This is an optimization exercise on Yosys and OpenROAD, whose aim is small area, a short achievable clock period and few clock cycles, not a production implementation.
Where RTL was checked, it was by simulation tests only, not by an equivalence proof against the original.
The flow treats the clock pin as an ideal source. Dropping or thinning the clock tree relies on that and would not hold on a real chip.
Power figures rest on the tool's default switching activity, not on a simulated workload.

Design fpa_adder, start of the top module:
module fpa_adder (
	input  logic           i_clk,
	input  logic           i_arst_n,
	input  logic           i_valid,
	input  logic [31:0]    i_a,
	input  logic [31:0]    i_b,
	output logic           o_valid,
	output logic [31:0]    o_result
);
For scale: roughly 1800 cells after synthesis, roughly 240 flip-flops, roughly 100 I/O pins, roughly 0.012 mm² of cells after synthesis.
export LEC_CHECK = 0
export ABC_AREA = 1
export CAP_MARGIN = 20
export CORE_MARGIN = 2
export CORE_UTILIZATION = 60
export CTS_CLUSTER_DIAMETER = 100
export CTS_CLUSTER_SIZE = 30
export SLEW_MARGIN = 60
create_clock -name core_clock -period 17.0 [get_ports {i_clk}]
standard.sh (not shown) runs the stock make flow with config.mk's settings and CLKGATE_MAP_FILE= SYNTH_SCRIPT=/design/flow/synth_recipe.tcl, a recipe that flattens the netlist after the stock synthesis.
==> flow/flow/run.sh <==
#!/bin/bash
# The standard layout with three changes:
#  - synthesis maps adders with the rest of the logic (no separate half and
#    full adder cell extraction); registers come out as in the standard synthesis
#  - plain buffers (not delay cells) on the ports: buf_1 on the inputs,
#    buf_2 on the outputs (flow/post_gpl.tcl)
#  - a clock tree one buffer level shallower (flow/post_cts.tcl)
# make's output goes to make.log; each ORFS step also logs under orfs/logs/.
set -euo pipefail
bash standard.sh ADDER_MAP_FILE= 'BUFFER_PORTS_ARGS=-inputs -buffer_cell sky130_fd_sc_hd__buf_1' "POST_GLOBAL_PLACE_TCL=$PWD/flow/post_gpl.tcl" "POST_CTS_TCL=$PWD/flow/post_cts.tcl" finish > make.log 2>&1
==> flow/flow/post_cts.tcl <==
# Clock tree with one buffer level less: the leaf buffers hang straight off
# the root buffer. The middle buffers go, their loads move to the root's net,
# and the balancing dummy loads, which drive nothing, go as well.
set block [ord::get_db_block]
set mids {}
set dummies {}
foreach inst [$block getInsts] {
  set name [$inst getName]
  if {[string match "clkbuf_1_*" $name]} { lappend mids $inst }
  if {[string match "clkload*" $name]} { lappend dummies $inst }
}
foreach inst $dummies {
  puts "post_cts: removing dummy load [$inst getName]"
  odb::dbInst_destroy $inst
}
foreach inst $mids {
  set in_net [[$inst findITerm A] getNet]
  set out_net [[$inst findITerm X] getNet]
  puts "post_cts: removing [$inst getName], loads of [$out_net getName] move to [$in_net getName]"
  set loads {}
  foreach it [$out_net getITerms] {
    if {[$it getInst] ne $inst} { lappend loads $it }
  }
  odb::dbInst_destroy $inst
  foreach it $loads {
    $it disconnect
    $it connect $in_net
  }
  odb::dbNet_destroy $out_net
}
==> flow/flow/post_gpl.tcl <==
# The inputs got buf_1 buffers in global placement; the outputs, which drive
# the pins' load, get buf_2 buffers here, left for detailed placement to legalize.
buffer_ports -outputs -buffer_cell sky130_fd_sc_hd__buf_2
The starting point went through all stages and came out clean.
Testbench counts at the start, summed over its fixed seeds: cycles 12,032.
Next try:
==> flow/flow/run.sh (replaced) <==
#!/bin/bash
# The standard layout with three changes:
#  - synthesis maps adders with the rest of the logic (no separate half and
#    full adder cell extraction); registers come out as in the standard synthesis
#  - plain buffers (not delay cells) on the ports
#  - a clock tree one buffer level shallower (flow/post_cts.tcl)
# make's output goes to make.log; each ORFS step also logs under orfs/logs/.
set -euo pipefail
bash standard.sh ADDER_MAP_FILE= 'BUFFER_PORTS_ARGS=-buffer_cell sky130_fd_sc_hd__buf_2' "POST_CTS_TCL=$PWD/flow/post_cts.tcl" finish > make.log 2>&1
CORE_UTILIZATION = 70   (was 60)
removed: flow/flow/post_gpl.tcl
What happened: Core utilization is higher by 11 points. Non-clock buffer count is lower by 2. Sequential share of layout area stays flat. Total power is higher by 0.81%.

* * *

## job 5593
Another version of the RTL of fpa_adder (not shown whole).
For scale: roughly 1800 cells after synthesis, about 100 I/O pins.
==> flow/config.mk <==
export PLATFORM = sky130hd
export DESIGN_NAME = fpa_adder
export DESIGN_NICKNAME = fpa_adder
export VERILOG_FILES = /design/flow/design.v
export SDC_FILE = /design/flow/constraint.sdc
export NUM_CORES = 4
export LEC_CHECK = 0
export ABC_AREA = 1
export CAP_MARGIN = 20
export CORE_MARGIN = 2
export CORE_UTILIZATION = 60
export CTS_CLUSTER_DIAMETER = 100
export CTS_CLUSTER_SIZE = 30
export SLEW_MARGIN = 60
==> flow/constraint.sdc <==
create_clock -name core_clock -period 17.0 [get_ports {i_clk}]
set_input_delay 3.4000 -clock core_clock [delete_from_list [all_inputs] [get_ports {i_clk}]]
set_output_delay 3.4000 -clock core_clock [all_outputs]
set_load 0.01 [all_outputs]
==> flow/flow/run.sh <==
#!/bin/bash
# The standard layout, with plain buffers (not delay cells) on the ports
# and a clock tree one buffer level shallower (flow/post_cts.tcl).
# make's output goes to make.log; each ORFS step also logs under orfs/logs/.
set -euo pipefail
bash standard.sh 'BUFFER_PORTS_ARGS=-buffer_cell sky130_fd_sc_hd__buf_2' "POST_CTS_TCL=$PWD/flow/post_cts.tcl" finish > make.log 2>&1
Scripts as last shown in full above: flow/flow/post_cts.tcl
Having completed the whole flow, job 5593 delivered a layout that passed the timing, DRC and antenna checks.
Testbench counts of job 5593, summed over its fixed seeds: cycles 12,032.
--- input diff job 5593..job 1586 ---
==> flow/flow/run.sh <==
#!/bin/bash
# The standard layout with three changes:
#  - synthesis maps adders with the rest of the logic (no separate half and
#    full adder cell extraction); registers come out as in the standard synthesis
#  - plain buffers (not delay cells) on the ports
#  - a clock tree one buffer level shallower (flow/post_cts.tcl)
# make's output goes to make.log; each ORFS step also logs under orfs/logs/.
set -euo pipefail
bash standard.sh ADDER_MAP_FILE= 'BUFFER_PORTS_ARGS=-buffer_cell sky130_fd_sc_hd__buf_2' "POST_CTS_TCL=$PWD/flow/post_cts.tcl" finish > make.log 2>&1
Notes after the runs:
- Time the worst path needs with I/O delays and setup: job 1586 vs job 5593 down 10 ps
- In the metrics for job 1586 and job 5593, the one carrying the lower share of total power in combinational logic is job 1586.
- In job 1586, number of global-route vias before repair is higher than in job 5593.
- Job 1586 falls short of job 5593 in wire length.
- From job 5593 to job 1586 the numbers moved as follows: sequential share of layout area rose by 0.79 points, total power after layout fell by 4.0%.
diff inputs: job 1586 => job 5539
==> flow/flow/run.sh <==
#!/bin/bash
# The standard layout, with plain buffers (not delay cells) on the ports.
# make's output goes to make.log; each ORFS step also logs under orfs/logs/.
set -euo pipefail
bash standard.sh 'BUFFER_PORTS_ARGS=-buffer_cell sky130_fd_sc_hd__buf_2' finish > make.log 2>&1
removed: flow/flow/post_cts.tcl
==> notes.md <==
The global-route usage of job 5539 falls short of that of job 1586 by 2.9 points.
Per the comparison of job 5539 with job 1586, post-synthesis instance area higher, via count of the first global-routing pass lower, fraction of the mapped netlist area in adder cells higher, share of power burned in registers lower.
Job 5539 against job 1586; total routed wirelength is down by a few percent.
Job 5539: clock insertion delay at the later pin of the skew report is 80 ps higher than what job 1586 reported.
Job 1586 ended up with sky130_fd_sc_hd__dfxtp_1 as its cell with the largest stage delay on the worst path; job 5539 ended up with sky130_fd_sc_hd__dfrtp_1.
NOTE: first-pass GRT wire length in job 5539 falls short of that of job 1586
A group drawing the most power of combinational logic is what job 5539 shows, while registers belongs to job 1586.
Of job 5539 and job 1586, it is job 5539 that has the higher count of clock-buffer cells in the layout.
In terms of hold path depth, job 5539 and job 1586 differ only marginally.
[job 5539] final layout net count fell 54 relative to job 1586

* * *

fpa_adder, a different RTL version from the one above (not shown whole).
Size in the first run: roughly 240 flip-flops, roughly 100 I/O pins.
==> flow/config.mk <==
export PLATFORM = sky130hd
export DESIGN_NAME = fpa_adder
export DESIGN_NICKNAME = fpa_adder
export VERILOG_FILES = /design/flow/design.v
export SDC_FILE = /design/flow/constraint.sdc
export NUM_CORES = 4
export LEC_CHECK = 0
export ABC_AREA = 1
export CAP_MARGIN = 20
export CORE_MARGIN = 2
export CORE_UTILIZATION = 40
export CTS_CLUSTER_DIAMETER = 100
export CTS_CLUSTER_SIZE = 30
export SLEW_MARGIN = 60
==> flow/constraint.sdc <==
create_clock -name core_clock -period 17.0 [get_ports {i_clk}]
set_input_delay 3.4000 -clock core_clock [delete_from_list [all_inputs] [get_ports {i_clk}]]
set_output_delay 3.4000 -clock core_clock [all_outputs]
set_load 0.01 [all_outputs]
==> flow/flow/run.sh <==
#!/bin/bash
# The standard layout, with plain buffers (not delay cells) on the ports.
# make's output goes to make.log; each ORFS step also logs under orfs/logs/.
set -euo pipefail
bash standard.sh 'BUFFER_PORTS_ARGS=-buffer_cell sky130_fd_sc_hd__buf_2' finish > make.log 2>&1
Testbench counts at the start, summed over its fixed seeds: cycles 12,032.
Rerun with:
CORE_UTILIZATION = 60   (was 40)
SLEW_MARGIN = 40   (was 60)
Outcome:
- global-route usage grows by 7.4 points
- final cell count drops by a little under a tenth
- area after synthesis stays the same
- fmax climbs slightly
- routed wire length fell by a little under a tenth
- worst setup slack improves by 0.022 ns
- critical path depth stays the same
- cell area falls by a few percent
- non-clock buffer count went down by 2
Rerun with:
CAP_MARGIN = 50   (was 20)
CORE_UTILIZATION = 40   (was 60)
SLEW_MARGIN = 80   (was 40)
Result:
- non-clock buffer count rises by 43
- area after synthesis is unchanged
- critical path depth is unchanged
- die area rises by 49%
- total power rises by 8.3%
- clock power rises by about 27%
- cell area rises by 7.7%
- utilization falls by 18 points
- worst hold slack is about the same
Rerun with:
CAP_MARGIN = 20   (was 50)
CORE_UTILIZATION = 60   (was 40)
SLEW_MARGIN = 60   (was 80)
=>
- The changed run finished clean
- final area went down by 6.9%
- synthesized cell count is unchanged
- register-to-register slack is worse by 0.07 ns
- critical path depth stays the same
- synthesized area is unchanged
- via count fell by 1.3%
- hold slack barely changes
- clock skew came out lower by 0.015 ns
- wire length shrinks by 8.0%
- sequential power hardly moves
- final cell count goes down by 8.7%

* * *

lagoon:
fpa_adder, a different RTL version from the one above (not shown whole).
Size in the first run: roughly 1,900 cells after synthesis, ~200 flip-flops.
Settings: LEC_CHECK=0, ABC_AREA=1, CAP_MARGIN=20, CORE_MARGIN=2, CORE_UTILIZATION=60, CTS_CLUSTER_DIAMETER=100, CTS_CLUSTER_SIZE=30, SLEW_MARGIN=60; clock period 17.0 ns.
==> flow/flow/run.sh <==
#!/bin/bash
# The standard layout, with plain buffers (not delay cells) on the ports
# and timing repair aimed 12.6 ns below the clock period.
# make's output goes to make.log; each ORFS step also logs under orfs/logs/.
set -euo pipefail
bash standard.sh 'BUFFER_PORTS_ARGS=-buffer_cell sky130_fd_sc_hd__buf_2' SETUP_SLACK_MARGIN=12.6 finish > make.log 2>&1
#### Input delta (harbor over lagoon)
==> flow/flow/run.sh <==
#!/bin/bash
# The standard layout, with plain buffers (not delay cells) on the ports.
# make's output goes to make.log; each ORFS step also logs under orfs/logs/.
set -euo pipefail
bash standard.sh 'BUFFER_PORTS_ARGS=-buffer_cell sky130_fd_sc_hd__buf_2' finish > make.log 2>&1
### Flow results
Run comparison: harbor launch point of the critical path st_a_q[59]; lagoon launch point of the critical path o_result[20]. Sequential share of layout area in harbor vs lagoon: up 0.80 points. harbor — final worst slack 0.29 ns lower, lagoon as reference. harbor against lagoon: net switching power moved down, design area moved down, fraction of final layout cells sized beyond drive strength 1 moved down, overall power of the completed layout moved down, filler cell count moved up.
No run of this note included a check of the RTL's function; only the layout flow was run.

* * *

== run a ==
fpa_adder, a different RTL version from the one above (not shown whole).
Size: roughly 2000 cells after synthesis, about 240 flip-flops, roughly 100 I/O pins, roughly 14000 sq um of cells after synthesis.
Settings: LEC_CHECK=0, ABC_AREA=1, CAP_MARGIN=20, CORE_MARGIN=2, CORE_UTILIZATION=40, CTS_CLUSTER_DIAMETER=100, CTS_CLUSTER_SIZE=30, SLEW_MARGIN=20; clock period 17.0 ns.
==> flow/flow/run.sh <==
#!/bin/bash
# The standard layout, with plain buffers (not delay cells) on the ports.
# make's output goes to make.log; each ORFS step also logs under orfs/logs/.
set -euo pipefail
bash standard.sh 'BUFFER_PORTS_ARGS=-buffer_cell sky130_fd_sc_hd__buf_2' finish > make.log 2>&1
Inputs modified between run a and run b:
- a deleted CTS_CLUSTER_DIAMETER that had been 100
- a deleted CTS_CLUSTER_SIZE that had been 30
## What came out
Run b reports a higher post-route total power than run a does. Sequential share of layout area ends up lower on run b. When run b is set beside run a, its worst reg-to-reg setup slack turns out to be 40 ps larger. Run b and run a ended up with nearly the same met1 routing resource usage after global routing. The global-route usage of run b exceeds that of run a by 0.22 points. Transition time of the tightest slew-check pin, run b and run a: higher on run b. On setup slack: between run b and run a, it ends up higher for run b.
No run of this note included a check of the RTL's function; only the layout flow was run.

* * *

v6:
RTL: one of the versions met above, not the one the previous note started from.
For scale: about 240 flip-flops, ~0.012 mm^2 of cells after synthesis.
clock: 17.0 ns
lec_check: 0
abc_area: 1
cap_margin: 20
core_margin: 2
core_utilization: 60
cts_cluster_diameter: 100
cts_cluster_size: 25
slew_margin: 60
==> flow/flow/run.sh <==
#!/bin/bash
# The standard layout with three changes:
#  - synthesis maps adders with the rest of the logic (no separate half and
#    full adder cell extraction); registers come out as in the standard synthesis
#  - plain buffers (not delay cells) on the ports
#  - a clock tree one buffer level shallower (flow/post_cts.tcl)
# make's output goes to make.log; each ORFS step also logs under orfs/logs/.
set -euo pipefail
bash standard.sh ADDER_MAP_FILE= 'BUFFER_PORTS_ARGS=-buffer_cell sky130_fd_sc_hd__buf_2' "POST_CTS_TCL=$PWD/flow/post_cts.tcl" finish > make.log 2>&1
==> flow/flow/post_cts.tcl <==
# Clock tree with one buffer level less: the leaf buffers hang straight off
# the root buffer. The middle buffers go, their loads move to the root's net,
# and the balancing dummy loads, which drive nothing, go as well.
set block [ord::get_db_block]
set mids {}
set dummies {}
foreach inst [$block getInsts] {
  set name [$inst getName]
  if {[string match "clkbuf_1_*" $name]} { lappend mids $inst }
  if {[string match "clkload*" $name]} { lappend dummies $inst }
}
foreach inst $dummies {
  puts "post_cts: removing dummy load [$inst getName]"
  odb::dbInst_destroy $inst
}
foreach inst $mids {
  set in_net [[$inst findITerm A] getNet]
  set out_net [[$inst findITerm X] getNet]
  puts "post_cts: removing [$inst getName], loads of [$out_net getName] move to [$in_net getName]"
  set loads {}
  foreach it [$out_net getITerms] {
    if {[$it getInst] ne $inst} { lappend loads $it }
  }
  odb::dbInst_destroy $inst
  foreach it $loads {
    $it disconnect
    $it connect $in_net
  }
  odb::dbNet_destroy $out_net
}
Testbench counts of v6, summed over its fixed seeds: cycles 12,032.
> inputs changed (v6 -> v7)
- CTS_CLUSTER_SIZE changed from 25 to 30
### Flow results
Reported for v7 and v6, number of well taps turned out identical to the last digit.
In the tables for v7 and v6, minimum hold slack reads higher with v7.
v7 against v6: delay of the slowest cell on the worst path neither gained nor lost much; total power down about 0.6%; combinational share of power up 0.3 points; power density over the cells lost about 0.4%; layout overhead on the synthesized area went down 0.21 points.

* * *

== run F ==
RTL: one of the versions met above, not the one the previous note started from.
Size: roughly 1900 cells after synthesis, roughly 240 flip-flops, about 100 I/O pins, about 14000 sq um of cells after synthesis.
clock: 17.0 ns
lec_check: 0
abc_area: 1
cap_margin: 20
core_margin: 2
core_utilization: 60
cts_cluster_diameter: 100
cts_cluster_size: 30
slew_margin: 60
==> flow/flow/run.sh <==
#!/bin/bash
# The standard layout, with plain buffers (not delay cells) on the ports
# and timing repair aimed 12.7 ns below the clock period.
# make's output goes to make.log; each ORFS step also logs under orfs/logs/.
set -euo pipefail
bash standard.sh 'BUFFER_PORTS_ARGS=-buffer_cell sky130_fd_sc_hd__buf_2' SETUP_SLACK_MARGIN=12.7 finish > make.log 2>&1
Testbench counts of run F, summed over its fixed seeds: cycles 12,032.
Modified inputs, run X compared to run F
# run F
export LEC_CHECK = 0
export ABC_AREA = 1
export CAP_MARGIN = 20
export CORE_MARGIN = 2
export CORE_UTILIZATION = 60
export CTS_CLUSTER_DIAMETER = 100
export CTS_CLUSTER_SIZE = 30
export SLEW_MARGIN = 60
create_clock -name core_clock -period 17.0 [get_ports {i_clk}]
# run X
export LEC_CHECK = 0
export ABC_AREA = 1
export CAP_MARGIN = 20
export CORE_MARGIN = 2
export CORE_UTILIZATION = 70
export CTS_CLUSTER_DIAMETER = 100
export CTS_CLUSTER_SIZE = 30
export SLEW_MARGIN = 60
create_clock -name core_clock -period 17.0 [get_ports {i_clk}]
==> flow/flow/run.sh <==
#!/bin/bash
# The standard layout, with plain buffers (not delay cells) on the ports.
# make's output goes to make.log; each ORFS step also logs under orfs/logs/.
set -euo pipefail
bash standard.sh 'BUFFER_PORTS_ARGS=-buffer_cell sky130_fd_sc_hd__buf_2' finish > make.log 2>&1
==> comparison <==
Setup slack in run X is larger than in run F. Compared with run F, run X shows final critical delay including setup and external delays lower by 0.0041 ns. ~same total power in run X and run F. The count of clock buffers in the final design of run X falls short of that of run F by 2.

[port drivers added, routing unchanged]
No port has a modelled driver above. Below, the same layouts with a new extraction and two added sets of constraints.
Step 1 sets driving cells, clkbuf_16 on the clock port and buf_2 on the other inputs (assumed; they add their load-dependent delay and slew).
Step 2 also shifts input and output timing later by t, the mid clock arrival at the registers, as if the neighbouring blocks saw the same clock.
Three values: ideal ports, drivers, drivers and shift; two values: the first two.
run	t (ns)	setup WS [ns]	worst hold slack (ns)	worst setup path at the end	latest minus earliest clock arrival (ns)
the first run of note 1	0.450	12.675 / 12.626 / 12.451	0.331 / 0.331 / 0.331	input to register	0.047 / 0.046
the second run of note 1	0.432	12.681 / 12.633 / 12.499	0.337 / 0.337 / 0.337	input to register	0.067 / 0.067
job 5593	0.452	12.688 / 12.639 / 12.713	0.338 / 0.338 / 0.338	input to register	0.031 / 0.030
job 1586	0.444	12.698 / 12.650 / 12.568	0.337 / 0.337 / 0.337	input to register	0.037 / 0.036
job 5539	0.526	12.626 / 12.578 / 12.727	0.339 / 0.339 / 0.339	input to register	0.016 / 0.015
the first run of note 3	0.540	12.597 / 12.545 / 12.160	0.330 / 0.330 / 0.330	input to register	0.032 / 0.032
the second run of note 3	0.532	12.619 / 12.568 / 12.197	0.336 / 0.336 / 0.336	input to register	0.013 / 0.013
the third run of note 3	0.560	12.599 / 12.547 / 12.158	0.338 / 0.338 / 0.338	input to register	0.035 / 0.035
the fourth run of note 3	0.530	12.624 / 12.576 / 12.203	0.336 / 0.336 / 0.336	input to register	0.020 / 0.020
lagoon	0.518	12.627 / 12.581 / 12.216	0.338 / 0.338 / 0.338	input to register	0.025 / 0.025
harbor	0.512	12.336 / 12.336 / 12.057	0.343 / 0.343 / 0.343	input to register	0.015 / 0.015
run a	0.553	12.270 / 12.270 / 12.185	0.338 / 0.338 / 0.338	input to register	0.022 / 0.022
run b	0.613	12.311 / 12.311 / 12.175	0.326 / 0.326 / 0.326	input to register	0.022 / 0.022
v6	0.459	12.695 / 12.646 / 12.462	0.318 / 0.318 / 0.318	input to register	0.023 / 0.024
v7	0.442	12.687 / 12.641 / 12.488	0.336 / 0.336 / 0.336	input to register	0.051 / 0.050
run F	0.530	12.605 / 12.562 / 12.300	0.333 / 0.333 / 0.333	input to register	0.016 / 0.017
run X	0.533	12.609 / 12.560 / 12.140	0.336 / 0.336 / 0.336	input to register	0.022 / 0.022
After both steps every run listed still meets setup and hold. For run X, which loses most, drivers alone change the setup slack by -0.049 ns; drivers and shift together by -0.469 ns.
